This design comes from an exercise in tuning for small area, a short achievable clock period and few clock cycles per item on the open sky130 flow, not from production work. The RTL was checked by simulation tests, not by an equivalence proof against the original design.

[flow/design.v]
`default_nettype none
package lcg_rr_pkg;
   localparam int WORD_W    = 32;
   localparam int RAW_W     = 15;
   localparam int RAW_LSB   = 16;
   localparam int REM_W     = RAW_W + 1;
   localparam int DIV_STEPS = RAW_W;
   localparam int CNT_W     = 4;
   localparam int UPC_W     = 3;
   localparam logic [WORD_W-1:0] LCG_MUL = 32'd214013;
   localparam logic [WORD_W-1:0] LCG_ADD = 32'd2531011;
   localparam logic OPC_DRAW   = 1'b0;
   localparam logic OPC_RESEED = 1'b1;
   localparam logic [UPC_W-1:0] UA_WAIT    = 3'd0;
   localparam logic [UPC_W-1:0] UA_ADVANCE = 3'd1;
   localparam logic [UPC_W-1:0] UA_LOAD    = 3'd2;
   localparam logic [UPC_W-1:0] UA_DIV     = 3'd3;
   localparam logic [UPC_W-1:0] UA_FINISH  = 3'd4;
   localparam logic [UPC_W-1:0] UA_ZERO    = 3'd5;
   localparam logic [UPC_W-1:0] UA_RESEED  = 3'd6;
   localparam logic [UPC_W-1:0] UA_SPARE   = 3'd7;
   typedef enum logic [2:0] {
      OP_WAIT,
      OP_ADVANCE,
      OP_LOAD,
      OP_DIV,
      OP_FINISH,
      OP_ZERO,
      OP_RESEED
   } dp_op_type;
   typedef enum logic [2:0] {
      BR_NEXT,
      BR_ALWAYS,
      BR_WAIT,
      BR_SPANZERO,
      BR_LOOP
   } br_type;
   typedef struct packed {
      dp_op_type        op;
      br_type           br;
      logic [UPC_W-1:0] target;
      logic             push;
   } uword_type;
   typedef struct packed {
      dp_op_type op;
      logic      fire;
      logic      push;
   } dp_ctrl_type;
   typedef struct packed {
      logic span_zero;
      logic count_zero;
   } dp_status_type;
   typedef struct packed {
      logic              opcode;
      logic [WORD_W-1:0] seed_value;
      logic [WORD_W-1:0] lower_limit;
      logic [WORD_W-1:0] upper_limit;
   } req_word_type;
   typedef struct packed {
      logic [WORD_W-1:0] value;
      logic [WORD_W-1:0] checksum;
      logic              span_error;
   } rsp_word_type;
endpackage
`default_nettype wire
`default_nettype none
import lcg_rr_pkg::*;
module lcg_rr_seq (
   input  wire logic          clock,
   input  wire logic          reset,
   input  wire logic          accept,
   input  wire logic          req_opcode,
   input  wire logic          out_busy,
   input  lcg_rr_pkg::dp_status_type status,
   output lcg_rr_pkg::dp_ctrl_type ctrl
);
   function automatic lcg_rr_pkg::uword_type ucode(input logic [UPC_W-1:0] addr);
      lcg_rr_pkg::uword_type w;
      w = {OP_WAIT, BR_ALWAYS, UA_WAIT, 1'b0};
      unique case (addr)
         UA_WAIT:    w = {OP_WAIT, BR_WAIT, UA_RESEED, 1'b0};
         UA_ADVANCE: w = {OP_ADVANCE, BR_NEXT, UA_WAIT, 1'b0};
         UA_LOAD:    w = {OP_LOAD, BR_SPANZERO, UA_ZERO, 1'b0};
         UA_DIV:     w = {OP_DIV, BR_LOOP, UA_DIV, 1'b0};
         UA_FINISH:  w = {OP_FINISH, BR_ALWAYS, UA_WAIT, 1'b1};
         UA_ZERO:    w = {OP_ZERO, BR_ALWAYS, UA_WAIT, 1'b1};
         UA_RESEED:  w = {OP_RESEED, BR_ALWAYS, UA_WAIT, 1'b1};
         default:    w = {OP_WAIT, BR_ALWAYS, UA_WAIT, 1'b0};
      endcase
      ucode = w;
   endfunction
   logic [UPC_W-1:0] upc_ff;
   logic [UPC_W-1:0] upc_in;
   lcg_rr_pkg::uword_type uword;
   logic             stall;
   assign uword = ucode(upc_ff);
   assign stall = uword.push && out_busy;
   assign ctrl = {uword.op, !stall, uword.push};
   always_comb begin
      upc_in = upc_ff;
      if (!stall) begin
         unique case (uword.br)
            BR_NEXT:     upc_in = upc_ff + 1'b1;
            BR_ALWAYS:   upc_in = uword.target;
            BR_WAIT: begin
               if (!accept) begin
                  upc_in = upc_ff;
               end else if (req_opcode == OPC_RESEED) begin
                  upc_in = uword.target;
               end else begin
                  upc_in = upc_ff + 1'b1;
               end
            end
            BR_SPANZERO: upc_in = status.span_zero ? uword.target : upc_ff + 1'b1;
            BR_LOOP:     upc_in = !status.count_zero ? uword.target : upc_ff + 1'b1;
            default:     upc_in = UA_WAIT;
         endcase
      end
   end
   always_ff @(posedge clock) begin
      if (reset) begin
         upc_ff <= UA_WAIT;
      end else begin
         upc_ff <= upc_in;
      end
   end
   ;
   ;
endmodule
`default_nettype wire
`default_nettype none
import lcg_rr_pkg::*;
module lcg_rr_datapath (
   input  wire logic          clock,
   input  wire logic          reset,
   input  lcg_rr_pkg::dp_ctrl_type ctrl,
   input  wire logic          accept,
   input  lcg_rr_pkg::req_word_type req,
   output lcg_rr_pkg::dp_status_type status,
   output lcg_rr_pkg::rsp_word_type result
);
   logic [WORD_W-1:0] gen_ff,   gen_in;
   logic [WORD_W-1:0] chk_ff,   chk_in;
   logic [WORD_W-1:0] seed_ff,  seed_in;
   logic [WORD_W-1:0] lower_ff, lower_in;
   logic [WORD_W-1:0] span_ff,  span_in;
   logic [RAW_W-1:0]  raw_ff,   raw_in;
   logic [REM_W-1:0]  rem_ff,   rem_in;
   logic [CNT_W-1:0]  cnt_ff,   cnt_in;
   logic [WORD_W-1:0] product;
   logic [REM_W-1:0]  trial;
   logic              trial_fits;
   logic [WORD_W-1:0] sum;
   assign product    = gen_ff * LCG_MUL;
   assign trial      = {rem_ff[REM_W-2:0], raw_ff[RAW_W-1]};
   assign trial_fits = {{(WORD_W-REM_W){1'b0}}, trial} >= span_ff;
   assign sum        = lower_ff + {{(WORD_W-REM_W){1'b0}}, rem_ff};
   assign status = {span_ff == '0, cnt_ff == '0};
   always_comb begin
      gen_in   = gen_ff;
      chk_in   = chk_ff;
      seed_in  = seed_ff;
      lower_in = lower_ff;
      span_in  = span_ff;
      raw_in   = raw_ff;
      rem_in   = rem_ff;
      cnt_in   = cnt_ff;
      result   = '0;
      unique case (ctrl.op)
         OP_WAIT: begin
            if (accept) begin
               seed_in  = req.seed_value;
               lower_in = req.lower_limit;
               span_in  = req.upper_limit - req.lower_limit;
            end
         end
         OP_ADVANCE: begin
            gen_in = product + LCG_ADD;
         end
         OP_LOAD: begin
            raw_in = gen_ff[RAW_LSB +: RAW_W];
            rem_in = '0;
            cnt_in = CNT_W'(DIV_STEPS - 1);
         end
         OP_DIV: begin
            raw_in = {raw_ff[RAW_W-2:0], 1'b0};
            rem_in = trial_fits ? trial - span_ff[REM_W-1:0] : trial;
            cnt_in = cnt_ff - 1'b1;
         end
         OP_FINISH: begin
            result = {sum, chk_ff ^ sum, 1'b0};
            if (ctrl.fire) begin
               chk_in = chk_ff ^ sum;
            end
         end
         OP_ZERO: begin
            result = {lower_ff, chk_ff, 1'b1};
         end
         OP_RESEED: begin
            if (ctrl.fire) begin
               gen_in = seed_ff;
               chk_in = '0;
            end
         end
         default: ;
      endcase
   end
   always_ff @(posedge clock) begin
      if (reset) begin
         gen_ff <= '0;
         chk_ff <= '0;
      end else begin
         gen_ff <= gen_in;
         chk_ff <= chk_in;
      end
   end
   always_ff @(posedge clock) begin
      seed_ff  <= seed_in;
      lower_ff <= lower_in;
      span_ff  <= span_in;
      raw_ff   <= raw_in;
      rem_ff   <= rem_in;
      cnt_ff   <= cnt_in;
   end
;
;
endmodule
`default_nettype wire
`default_nettype none
import lcg_rr_pkg::*;
module lcg_ranged_random_with_checksum (
   input  wire logic              clock,
   input  wire logic              reset,
   input  wire logic              req_valid,
   output      logic              req_ready,
   input  wire logic              req_opcode,
   input  wire logic [WORD_W-1:0] req_seed_value,
   input  wire logic [WORD_W-1:0] req_lower_limit,
   input  wire logic [WORD_W-1:0] req_upper_limit,
   output      logic              rsp_valid,
   input  wire logic              rsp_ready,
   output      logic [WORD_W-1:0] rsp_value,
   output      logic [WORD_W-1:0] rsp_checksum,
   output      logic              rsp_span_error
);
   lcg_rr_pkg::dp_ctrl_type ctrl;
   lcg_rr_pkg::dp_status_type status;
   lcg_rr_pkg::req_word_type req_word;
   lcg_rr_pkg::rsp_word_type result;
   logic          accept;
   logic          out_busy;
   logic          push_fire;
   logic          rsp_valid_ff, rsp_valid_in;
   lcg_rr_pkg::rsp_word_type rsp_word_ff,  rsp_word_in;
   assign req_ready = (ctrl.op == OP_WAIT);
   assign accept    = req_valid && req_ready;
   assign req_word = {req_opcode, req_seed_value, req_lower_limit, req_upper_limit};
   assign out_busy  = rsp_valid_ff && !rsp_ready;
   assign push_fire = ctrl.push && ctrl.fire;
   lcg_rr_seq u_seq (
      .clock      (clock),
      .reset      (reset),
      .accept     (accept),
      .req_opcode (req_opcode),
      .out_busy   (out_busy),
      .status     (status),
      .ctrl       (ctrl)
   );
   lcg_rr_datapath u_datapath (
      .clock  (clock),
      .reset  (reset),
      .ctrl   (ctrl),
      .accept (accept),
      .req    (req_word),
      .status (status),
      .result (result)
   );
   always_comb begin
      rsp_valid_in = push_fire || out_busy;
      rsp_word_in  = push_fire ? result : rsp_word_ff;
   end
   always_ff @(posedge clock) begin
      if (reset) begin
         rsp_valid_ff <= 1'b0;
      end else begin
         rsp_valid_ff <= rsp_valid_in;
      end
   end
   always_ff @(posedge clock) begin
      rsp_word_ff <= rsp_word_in;
   end
   assign rsp_valid      = rsp_valid_ff;
   assign rsp_value      = rsp_word_ff.value;
   assign rsp_checksum   = rsp_word_ff.checksum;
   assign rsp_span_error = rsp_word_ff.span_error;
endmodule
`default_nettype wire
[flow/run.sh]
#!/bin/bash
# synth_recipe.tcl (not shown) runs the flow's synth.tcl, then flattens the netlist and writes it again
# the make line also repeats each setting of config.mk as NAME=value (left out here)
make -C /OpenROAD-flow-scripts/flow DESIGN_CONFIG=/design/flow/config.mk WORK_HOME=/design/flow/orfs CLKGATE_MAP_FILE= SYNTH_SCRIPT=/design/flow/synth_recipe.tcl finish
[flow/config.mk]
export PLATFORM = sky130hd
export DESIGN_NAME = lcg_ranged_random_with_checksum
export DESIGN_NICKNAME = lcg_ranged_random_with_checksum
export VERILOG_FILES = /design/flow/design.v
export SDC_FILE = /design/flow/constraint.sdc
export NUM_CORES = 4
export LEC_CHECK = 0
export CAP_MARGIN = 20
export CORE_MARGIN = 2
export CORE_UTILIZATION = 40
export SLEW_MARGIN = 20
[flow/constraint.sdc]
create_clock -name core_clock -period 7.5 [get_ports {clock}]
set_input_delay 1.5000 -clock core_clock [delete_from_list [all_inputs] [get_ports {clock}]]
set_output_delay 1.5000 -clock core_clock [all_outputs]
set_load 0.01 [all_outputs]
==> results of run 1 <==
==> path summary, 6_finish.rpt <==
| check | from | endpoint | slack, ns | cells past startpoint |
|---|---|---|---|---|
| setup / recovery | u_datapath.gen_ff[11] | u_datapath.gen_ff[23] | 0.92 | 20 |
| hold / removal | u_datapath.chk_ff[17] | u_datapath.chk_ff[17] | 0.48 | 1 |
| setup reg to reg | u_datapath.gen_ff[11] | u_datapath.gen_ff[23] | 0.92 | 20 |
| hold reg to reg | u_datapath.chk_ff[17] | u_datapath.chk_ff[17] | 0.48 | 1 |
==> cell type report <==
cell class                      instances  area share (%)
Multi-Input combinational cell       1531            51.2
Sequential cell                       262            28.4
Timing Repair Buffer                  181            6.97
Inverter                              392            5.81
Clock buffer                           47            3.67
Tap cell                              696            3.44
Clock inverter                         15           0.513
==> metrics by stage <==
step           std cells
6_report            3124
5_1_grt             3124
4_1_cts             3123
3_5_place_dp        3061
3_3_place_gp        3061
2_1_floorplan       2246
==> registers in the layout, indices dropped and copies added (netlist names) <==
register,flops
u_datapath.chk_ff,32
u_datapath.rem_ff,16
u_datapath.raw_ff,15
u_datapath.cnt_ff,4
u_datapath.gen_ff,31
u_datapath.span_ff,32
u_seq.upc_ff,3
u_datapath.seed_ff,31
u_datapath.lower_ff,32
rsp_valid_ff,1
rsp_word_ff,65
==> logic make-up after synthesis <==
logic type / count (synthesis) / share of synthesized area, %
adders and majority gates: 383 / 28.0
and+or+nand+nor: 519 / 10.8
xor gates and xnor gates: 125 / 5.01
DFF: 262 / 32.9
muxes: 12 / 0.550
buffers and inverters: 453 / 7.82
AOI/OAI and AO/OA: 492 / 14.9
==> placed cells by master, fill, tap and decap left out, types with 6 or more instances in the layout <==
| cell type | instances |
|---|---|
| xnor2_1 | 83 |
| or3_1 | 14 |
| and3_1 | 14 |
| nor4_1 | 10 |
| fa_1 | 177 |
| and2_1 | 8 |
| o211a_1 | 6 |
| a221oi_1 | 9 |
| clkbuf_16 | 35 |
| dfxtp_1 | 67 |
| ha_1 | 205 |
| a21oi_1 | 139 |
| nand2_1 | 168 |
| a21o_1 | 44 |
| a311oi_1 | 12 |
| a22oi_1 | 13 |
| nand2b_1 | 17 |
| o21bai_1 | 6 |
| clkbuf_1 | 11 |
| o21ai_0 | 96 |
| a211oi_1 | 39 |
| a31oi_1 | 22 |
| mux2i_1 | 12 |
| a21boi_0 | 6 |
| edfxtp_1 | 195 |
| nor2_1 | 164 |
| o21a_1 | 15 |
| a22o_1 | 16 |
| buf_4 | 14 |
| inv_1 | 390 |
| o21ai_1 | 8 |
| xor2_1 | 42 |
| nand3_1 | 32 |
| nor2b_1 | 15 |
| nand4_1 | 11 |
| nor3_1 | 39 |
| clkdlybuf4s50_1 | 165 |
| o211ai_1 | 10 |
==> layer usage <==
metal	wire (um)	part of all wire, %	global-route usage, %
met4	1460	2.6	5.95
met2	27300	49	34.0
met5	0	0	0
met3	2190	3.9	1.95
met1	25300	45	27.0
==> results.json, run 1 <==
{
  "timing.fmax_ghz": 0.152,
  "path_cells": "fa_1 > fa_1 > ha_1 > inv_1 > fa_1 > inv_1 > fa_1 > inv_1 > fa_1 > inv_1 > ha_1 > nand2_1 > o21ai_0 > a2111o_1 > a311oi_1 > nor2_1 > a21o_1 > a21oi_1 > xor2_1 > a221oi_1",
  "setup_tns_ns": 0,
  "end_kind": "flop",
  "grt_pass1_wl_mm": 89.3,
  "die_area_um2": 56500,
  "chipHeight_um": 238,
  "cts_tree": "yes",
  "antenna_found_initial": 0,
  "worst-path-buf-inv": 4,
  "holdBufCountCts": 0,
  "mappedNetlistArea_um2": 21900,
  "cp_max_fo": 9,
  "yosys-top-cells-count": "391 x inv_1, 205 x ha_1, 195 x edfxtp_1, 177 x fa_1",
  "gp_congestion": 0.881,
  "clk_latency_ns": 0.56,
  "hold_viol": 0,
  "worstSetupStartpointType": "flop",
  "synth.most_common_cell": "inv_1",
  "tightest_slew_ns": 1.00,
  "grt_max_degree": 69,
  "timing.hold.ws_ns": 0.480,
  "clk_pin_slew_ns": 0.06,
  "drive_gt1_share_pct": 4.08,
  "grt_overflow": 0,
  "slew_headroom_pct": 33.0,
  "postLayoutCellArea_um2": 25400,
  "fin_crit_sh_pct": 87.7,
  "grt_pass1_vias": 16625,
  "hpwl_mm": 43.8,
  "syn_area_per_cell_um2": 9.73,
  "critPathSlowestCell": "dfxtp_1",
  "drt-vias-per-instance": 5.28,
  "drcViolationCount": 0,
  "antenna_cells": 0,
  "max-cap-violations": 0,
  "final_util_pct": 47.0,
  "yosysUniqueCellTypes": 76,
  "final_nets": 2885,
  "drt-total-wl_mm": 56.3,
  "layout_min_cycle_time_ns": 6.58,
  "status": "no timing/DRC/antenna violations",
  "synth_edf_count": 195,
  "numPortBuffers": 166,
  "place_area_um2": 24300,
  "cts_resized": 0,
  "fin_skew_ns": 0.0316,
  "crit_arrival_ns": 6.96,
  "synth_top_area_share_pct": 26.8,
  "cp_slowest_stage_delay_ns": 0.68,
  "ios": 168,
  "htree_levels": 2,
  "start_util_pct": 40.5,
  "drt_iter0_markers": 927,
  "place_ws_ns": 1.03,
  "syn-num-nets": 2729,
  "cp.required_ns": 7.88,
  "fp.dieW_um": 238,
  "synthTopCellsByArea": "edfxtp_1 27%, fa_1 16%, ha_1 12%",
  "seq_area_um2": 7200,
  "ys_ff_latch": 262,
  "cts_sinks": 262,
  "ctsLongestPathBuffers": 3,
  "cts-buffers-inserted": 34,
  "coreArea_um2": 53900,
  "first_pass_iters": 5,
  "grt.total_usage_pct": 20.0,
  "synth_top_cell_by_area": "edfxtp_1",
  "multiInputGateArea_um2": 13000,
  "critPathTopFamily": "adder cells",
  "via_count": 16492,
  "timing.critical_path.mode_cell": "fa_1",
  "syn_to_final_growth_pct": 16.0,
  "setup_viol": 0,
  "ant_nets": 0,
  "cts_setup_buffers": 0,
  "crit_type": "reg2reg",
  "core.rowCount": 85,
  "rsz0062_at_grt": "no",
  "synthArstFlopShare_pct": 0,
  "slew_viol_final": 0,
  "syn_inst": 2246,
  "hold_path.class": "reg2reg",
  "setup_ws_ns": 0.923,
  "synthFlopType": "edfxtp_1",
  "routedWlPerCell_um": 18.0,
  "cts_root_buf": "clkbuf_16",
  "fill_cells": 5005,
  "ys_seq_area_share_pct": 32.9,
  "yosys_warnings": 3
}
Testbench counts, summed over its fixed seeds: cycles 56,936, items 3,200.
==> inputs of run 2 (changes only) <==
==> flow/design.v (replaced) <==
`default_nettype none
package lcg_rr_pkg;
   localparam int WORD_W  = 32;
   localparam int RAW_W   = 15;
   localparam int RAW_LSB = 16;
   localparam int STEPS   = 2;
   localparam int DIV_W   = RAW_W + STEPS - 1;
   localparam int CNT_W   = 4;
   localparam logic [WORD_W-1:0] LCG_MUL = 32'd214013;
   localparam logic [WORD_W-1:0] LCG_ADD = 32'd2531011;
endpackage
`default_nettype wire
`default_nettype none
import lcg_rr_pkg::*;
module lcg_ranged_random_with_checksum (
   input  wire logic              clock,
   input  wire logic              reset,
   input  wire logic              req_valid,
   output      logic              req_ready,
   input  wire logic              req_opcode,
   input  wire logic [WORD_W-1:0] req_seed_value,
   input  wire logic [WORD_W-1:0] req_lower_limit,
   input  wire logic [WORD_W-1:0] req_upper_limit,
   output      logic              rsp_valid,
   input  wire logic              rsp_ready,
   output      logic [WORD_W-1:0] rsp_value,
   output      logic [WORD_W-1:0] rsp_checksum,
   output      logic              rsp_span_error
);
   logic              busy_ff;
   logic [WORD_W-1:0] gen_ff;
   logic [WORD_W-1:0] chk_ff;
   logic [WORD_W-1:0] lower_ff;
   logic [RAW_W-1:0]  rem_ff;
   logic [DIV_W-1:0]  div_ff;
   logic [CNT_W-1:0]  cnt_ff;
   logic              zero_ff;
   logic              done, take, accept, draw;
   logic [WORD_W-1:0] gen_next;
   logic [WORD_W-1:0] span;
   logic              span_zero, span_big;
   logic [RAW_W-1:0]  d;
   logic [CNT_W-1:0]  kbits;
   logic [CNT_W-1:0]  cyc;
   logic [DIV_W-1:0]  div_init;
   logic [RAW_W-1:0]  rem_step;
   logic [DIV_W-1:0]  dj;
   logic [WORD_W-1:0] value;
   assign done      = busy_ff && (cnt_ff == '0);
   assign take      = done && rsp_ready;
   assign req_ready = !busy_ff || take;
   assign accept    = req_valid && req_ready;
   assign draw      = !req_opcode;
   assign gen_next  = gen_ff * LCG_MUL + LCG_ADD;
   assign span      = req_upper_limit - req_lower_limit;
   assign span_zero = (span == '0);
   assign span_big  = (span[WORD_W-1:RAW_W] != '0);
   assign d         = span[RAW_W-1:0];
   always_comb begin
      kbits = '0;
      for (int i = 0; i < RAW_W; i++) begin
         if (d[i]) kbits = CNT_W'(i + 1);
      end
      cyc      = CNT_W'((RAW_W + 1 - int'(kbits) + STEPS - 1) / STEPS);
      div_init = DIV_W'({{(DIV_W-RAW_W){1'b0}}, d} << (int'(cyc) * STEPS - 1));
   end
   always_comb begin
      rem_step = rem_ff;
      for (int j = 0; j < STEPS; j++) begin
         dj = div_ff >> j;
         if ((dj[DIV_W-1:RAW_W] == '0) && (rem_step >= dj[RAW_W-1:0])) begin
            rem_step = rem_step - dj[RAW_W-1:0];
         end
      end
   end
   assign value          = lower_ff + {{(WORD_W-RAW_W){1'b0}}, rem_ff};
   assign rsp_valid      = done;
   assign rsp_value      = value;
   assign rsp_checksum   = chk_ff ^ (zero_ff ? '0 : value);
   assign rsp_span_error = zero_ff;
   always_ff @(posedge clock) begin
      if (reset) begin
         busy_ff <= 1'b0;
         gen_ff  <= '0;
         chk_ff  <= '0;
      end else begin
         if (accept) begin
            busy_ff <= 1'b1;
         end else if (take) begin
            busy_ff <= 1'b0;
         end
         if (accept) begin
            gen_ff <= draw ? gen_next : req_seed_value;
         end
         if (accept && !draw) begin
            chk_ff <= '0;
         end else if (take) begin
            chk_ff <= rsp_checksum;
         end
      end
   end
   always_ff @(posedge clock) begin
      if (accept) begin
         lower_ff <= draw ? req_lower_limit : '0;
         rem_ff   <= (draw && !span_zero) ? gen_next[RAW_LSB +: RAW_W] : '0;
         zero_ff  <= draw && span_zero;
         cnt_ff   <= (draw && !span_zero && !span_big) ? cyc : '0;
         div_ff   <= div_init;
      end else if (busy_ff && cnt_ff != '0) begin
         rem_ff   <= rem_step;
         div_ff   <= div_ff >> STEPS;
         cnt_ff   <= cnt_ff - 1'b1;
      end
   end
endmodule
`default_nettype wire
==> results.json, run 2 <==
{
  "synthArstFlopShare_pct": 0,
  "ys_seq_area_share_pct": 17.6,
  "slew_headroom_pct": 23.5,
  "synth_top_cell_by_area": "fa_1",
  "first_pass_iters": 5,
  "grt.total_usage_pct": 21.3,
  "mappedNetlistArea_um2": 18800,
  "cp-startpoint": "gen_ff[4]",
  "ys_ff_latch": 132,
  "drt_iter0_markers": 930,
  "cp.required_ns": 7.83,
  "hold_viol": 0,
  "start_util_pct": 40.5,
  "grt_pass1_wl_mm": 83.0,
  "setup_tns_ns": 0,
  "cts_tree": "yes",
  "core.rowCount": 79,
  "yosys_warnings": 1,
  "coreArea_um2": 46600,
  "final_cell_mix": "443 x inv_1, 215 x ha_1, 178 x fa_1, 166 x nor2_1, 165 x clkdlybuf4s50_1",
  "ff2ff_setup_slack_ns": 0.64,
  "antenna_found_initial": 1,
  "max-cap-violations": 0,
  "ant_nets": 0,
  "chipHeight_um": 221,
  "drcViolationCount": 0,
  "cts_root_buf": "clkbuf_16",
  "grt_overflow": 0,
  "ctsLongestPathBuffers": 2,
  "path_cells": "inv_1 > fa_1 > fa_1 > fa_1 > inv_1 > fa_1 > fa_1 > inv_1 > fa_1 > inv_1 > ha_1 > a21o_1 > a21o_1 > a221oi_1 > o31a_1 > o21ai_0 > a211oi_1 > nor4_1 > nor3_1 > o21ai_0 > o21ai_0 > nor2_1",
  "hpwl_mm": 42.6,
  "wl_met2_mm": 23.6,
  "critPathSlowestCell": "fa_1",
  "tightest_slew_ns": 1.14,
  "clk_latency_ns": 0.47,
  "end_kind": "flop",
  "gp_congestion": 0.900,
  "rr_endpoint": "gen_ff[29]",
  "drt-total-wl_mm": 51.3,
  "highest_layer": "met4",
  "via_count": 15403,
  "syn_inst": 2169,
  "timing.fmax_ghz": 0.146,
  "syn-num-nets": 2663,
  "cp_slowest_stage_delay_ns": 0.54,
  "postLayoutCellArea_um2": 21700,
  "hold_path.class": "reg2reg",
  "setup_viol": 0,
  "r2r-start": "gen_ff[4]",
  "grt_pass1_vias": 15294,
  "layout_min_cycle_time_ns": 6.86,
  "top_regs": "chk_ff (32), lower_ff (32), gen_ff (31)",
  "stdcell_count": 2928,
  "slew_viol_final": 0,
  "fp.dieW_um": 221,
  "rsz0062_at_grt": "no",
  "cts_resized": 0,
  "yosys-top-cells-count": "444 x inv_1, 215 x ha_1, 178 x fa_1, 166 x nor2_1, 118 x a21oi_1",
  "worstSetupStartpointType": "flop",
  "place_area_um2": 21100,
  "synth_edf_count": 68,
  "synth.most_common_cell": "inv_1",
  "die_area_um2": 48800,
  "cp_max_fo": 7,
  "status": "no timing/DRC/antenna violations",
  "numPortBuffers": 166,
  "syn_area_per_cell_um2": 8.68,
  "antenna_cells": 0,
  "timing.hold.ws_ns": 0.497,
  "endpoint": "gen_ff[29]",
  "final_nets": 2802,
  "wl_met1_mm": 24.4,
  "rr_worst_depth": 22,
  "wl_met3_mm": 2.28,
  "ios": 168,
  "grt_max_degree": 91,
  "crit_arrival_ns": 7.20,
  "drive_gt1_share_pct": 4.87,
  "cts_sinks": 132,
  "timing.critical_path.mode_cell": "fa_1",
  "final_util_pct": 46.5,
  "placed_cells_incl_taps": 2896,
  "cts-buffers-inserted": 17,
  "fin_skew_ns": 0.0145,
  "cts_setup_buffers": 0,
  "holdBufCountCts": 0,
  "routedWlPerCell_um": 17.5,
  "synthTopCellsByArea": "fa_1 19%, ha_1 14%, edfxtp_1 11%",
  "drt-vias-per-instance": 5.26,
  "clk_pin_slew_ns": 0.07,
  "yosysUniqueCellTypes": 87,
  "fin_crit_sh_pct": 91.5,
  "htree_levels": 4,
  "synthFlopType": "edfxtp_1",
  "syn_to_final_growth_pct": 15.1,
  "final_common_cell": "inv_1",
  "synth_top_area_share_pct": 18.9,
  "crit_type": "reg2reg"
}
run 2: cell count changes after synthesis, moves of 13 or more:
cell      before  now
a31oi_1       22    8
nand2_1      168  105
a22o_1        16    0
xor2_1        42   76
nor3_1        40   27
mux2_2         0   15
a21oi_1      139  118
edfxtp_1     195   68
a21o_1        44   31
inv_1        391  444
run 2: worst min-delay path by stage:
stage / startpoint / to / slack, ns / cells after the start
after global placement: chk_ff[11] / chk_ff[11] / 0.48 / 2
after global routing: chk_ff[11] / chk_ff[11] / 0.51 / 2
final: chk_ff[17] / chk_ff[17] / 0.50 / 2
after floorplan: chk_ff[17] / chk_ff[17] / 0.47 / 2
after CTS: chk_ff[30] / chk_ff[30] / 0.50 / 2
after detailed placement: chk_ff[30] / chk_ff[30] / 0.49 / 2
run 2: stage by stage:
step	setup WS [ns]
after floorplan	1.52
after global placement	0.739
after detailed placement	0.673
after CTS	0.628
after global routing	0.242
final	0.636
run 2: cell families (layout without fill, tap and decap cells):
| logic type | after synthesis | after routing | share of synthesized area (%) |
|---|---|---|---|
| buf+inv | 506 | 658 | 10.3 |
| simple gates | 470 | 470 | 11.9 |
| compound gates | 452 | 452 | 16.1 |
| fa+ha+maj | 394 | 394 | 33.3 |
| xor+xnor | 171 | 171 | 7.95 |
| flops | 132 | 132 | 17.6 |
| mux | 44 | 44 | 2.77 |
run 2: worst max-delay path, delay by kind of cell, from the launching register on:
kind                       cells  cell delay (ns)
adders and majority gates      7             3.34
AOI/OAI and AO/OA              8             1.93
and+or+nand+nor                3             0.56
DFF                            1             0.52
buffers and inverters          4             0.36
run 2: layer usage:
metal | vias up | GRT usage [%]
li1 | 7521 | -
met1 | 7416 | 30.0
met2 | 409 | 34.4
met3 | 57 | 2.85
met4 | 0 | 5.59
met5 | - | 0
run 2: final cells by class:
cell class | count | area (um2)
Multi-Input combinational cell | 1531 | 13600
Clock inverter | 14 | 129
Inverter | 446 | 1680
Timing Repair Buffer | 180 | 1780
Fill cell | 4454 | 24900
Tap cell | 607 | 759
Clock buffer | 18 | 429
Sequential cell | 132 | 3320
Testbench counts of run 2, summed over its fixed seeds: cycles 8,196, items 3,200.

==> port drivers added, routing unchanged <==
No port has a modelled driver above. Below, the same layouts with a new extraction and two added sets of constraints. Step 1, drivers: a clkbuf_16 drives clock and a buf_2 each remaining input, both assumed. Step 2 also shifts input and output timing later by t, the mid clock arrival at the registers, as if the neighbouring blocks saw the same clock. Three values: ideal, step 1, step 2; two values: the first two.
| run | t (ns) | setup slack, ns | hold slack, ns | worst slew at a driven data input, ns | cell pins on the clock port's net |
|---|---|---|---|---|---|
| run 1 | 0.589 | 0.923 / 0.923 / 0.923 | 0.480 / 0.480 / 0.480 | 0.09 | 1 |
| run 2 | 0.508 | 0.636 / 0.636 / 0.636 | 0.497 / 0.497 / 0.497 | 0.06 | 1 |
After both steps setup and hold are still met in every run listed.
